Source: an optimization exercise on an open RTL-to-GDS flow (aim: small area and a short achievable clock period). Production flows keep margins and buffers that such runs may drop.
Only simulation tests tie the RTL to the original design; equivalence was not proved.

Setup of run A:
## mem_slave
module mem_slave #(
  parameter int unsigned WIDTH       = 16,
  parameter int unsigned DEPTH       = 64,
  parameter int unsigned ADDR_WIDTH  = $clog2(DEPTH),
  parameter int unsigned WAIT_CYCLES = 2
) (
  input  logic                  clk,
  input  logic                  res,
  input  logic                  bus_wr_rd,
  input  logic [ADDR_WIDTH-1:0] bus_addr,
  input  logic [WIDTH-1:0]      bus_wdata,
  input  logic                  bus_valid,
  output logic                  bus_ready,
  output logic [WIDTH-1:0]      bus_rdata,
  output logic                  bus_rdata_vld
);
  localparam int N6 = 10;   
  logic             ready_q, w1_q, w2_q, rq1_q, rq2_q, pend_q;
  logic             rdt_q, rdb_q;
  logic [5:0]       ph6_q;       
  logic [3:0]       ph4_q;
  logic             we_q;
  logic [N6:0]      rsel_q;      
  logic [5:0]       p6_q;        
  logic [3:0]       p4_q;        
  logic [3:0]       tsel_q;      
  logic [1:0]       smatch_q;    
  logic [WIDTH-1:0] wdata_q;
  logic [WIDTH-1:0] rdbuf_q;
  logic [WIDTH-1:0] rdata_q;
  logic             rdata_vld_q;
  logic [WIDTH-1:0] m6_q [N6][6];
  logic [WIDTH-1:0] m4_q [4];
  logic             accept;
  logic             clr;
  logic [2:0]       h, l;
  logic             is4_d;
  logic [N6:0]      rdec;
  logic [5:0]       oh6;
  logic [3:0]       oh4;
  logic [5:0]       p6_d;
  logic [3:0]       p4_d;
  logic [WIDTH-1:0] wsrc, wsrc_n;
  logic [WIDTH-1:0] rd_word;
  logic             pos_odd;
  assign accept = ready_q && bus_valid;
  assign clr    = res || rq1_q || rq2_q;
  assign wsrc   = clr ? '0 : wdata_q;
  assign wsrc_n = ~wsrc;
  assign h     = bus_addr[5:3];
  ...
Size in the first run: about 2200 cells after synthesis, ~44 I/O pins, ~29000 sq um of cells after synthesis.
==> flow/config.mk <==
export PLATFORM = sky130hd
export DESIGN_NAME = mem_slave
export DESIGN_NICKNAME = mem_slave
export VERILOG_FILES = /design/flow/design.v
export SDC_FILE = /design/flow/constraint.sdc
export NUM_CORES = 4
export LEC_CHECK = 0
export ABC_CLOCK_PERIOD_IN_PS = 2000
export CAP_MARGIN = 20
export CORE_MARGIN = 2
export CORE_UTILIZATION = 40
export CTS_CLUSTER_DIAMETER = 80
export CTS_CLUSTER_SIZE = 25
export SETUP_SLACK_MARGIN = 2.8
export SLEW_MARGIN = 20
export SYNTH_HIERARCHICAL = 1
==> flow/constraint.sdc <==
create_clock -name core_clock -period 5.0 [get_ports {clk}]
set_input_delay 1.0000 -clock core_clock [delete_from_list [all_inputs] [get_ports {clk}]]
set_output_delay 1.0000 -clock core_clock [all_outputs]
set_load 0.01 [all_outputs]
run.sh (not shown) runs the stock make flow with config.mk's settings and CLKGATE_MAP_FILE= SYNTH_SCRIPT=/design/flow/synth_recipe.tcl, a recipe that flattens the netlist after the stock synthesis.
Inputs modified between run A and run B:
-- flow/design.v --
<<< run A, line 17
);
  assign y = (|p) | ~(&n);
endmodule
module mem_slave #(
>>> run B, line 17
);
  assign y = (|p) | ~(&n);
endmodule
module ms_or2 (
  input  logic a, b,
  output logic y
);
  assign y = a | b;
endmodule
module ms_nor2 (
  input  logic a, b,
  output logic y
);
  assign y = ~(a | b);
endmodule
module mem_slave #(
<<< run A, line 174
    rdbuf_q <= rd_word;
  end
  logic [N6:0] ws0, ws1, wk0, wk1;
  always_comb begin
    for (int r = 0; r <= N6; r++) begin
      ws0[r] = clr || (pend_q && rsel_q[r] && smatch_q[0]);
      ws1[r] = clr || (pend_q && rsel_q[r] && smatch_q[1]);
    end
    wk0 = ~ws0;
    wk1 = ~ws1;
  end
  logic [WIDTH-1:0] d6s0 [N6];
>>> run B, line 186
    rdbuf_q <= rd_word;
  end
  logic [N6:0] q0, q1, ws0, ws1, wk0, wk1;
  always_comb begin
    for (int r = 0; r <= N6; r++) begin
      q0[r] = rq1_q || rq2_q || (pend_q && rsel_q[r] && smatch_q[0]);
      q1[r] = rq1_q || rq2_q || (pend_q && rsel_q[r] && smatch_q[1]);
    end
  end
  for (genvar r = 0; r <= N6; r++) begin : g_ws
    ms_or2  u_ws0 (.a(res), .b(q0[r]), .y(ws0[r]));
    ms_or2  u_ws1 (.a(res), .b(q1[r]), .y(ws1[r]));
    ms_nor2 u_wk0 (.a(res), .b(q0[r]), .y(wk0[r]));
    ms_nor2 u_wk1 (.a(res), .b(q1[r]), .y(wk1[r]));
  end
  logic [WIDTH-1:0] d6s0 [N6];
Results
Summed area of non-filler cells in the final layout: run B vs run A up 630 sq um
Summary of run B over run A: final setup slack of the worst path dropped 44 ps; non-clock buffer count saw an increase.
Met2 track demand over resource in global routing (lower): run A
In the flow results for run B and run A, the simple-gate area share of the yosys netlist is larger on run B.

## re-timing with driven ports
The results above use ideal ports. As a check the final layouts listed here were re-extracted and re-timed, cells and wires unchanged.
Step 1: set_driving_cell puts a clkbuf_16 on clk and a buf_2 on each other input, an assumption about the parent block.
Step 2 adds t to the input delays and takes it off the output delays; t is the mean of the earliest and latest rising clock arrival at the registers after step 1. Input paths then give back, and output paths get back, about the clock's delay inside the block.
Three values: no drivers, after step 1, after step 2; two values: the first two.
run | shift t [ns] | setup WS [ns] | worst setup path after step 2
run A | 0.699 | 2.753 / 2.775 / 2.101 | input to register
run B | 0.698 | 2.709 / 2.709 / 2.087 | input to register
After both steps every run listed still meets setup and hold. The setup slack of run A, which loses most, moves by +0.022 ns with the drivers and by -0.652 ns with both steps.
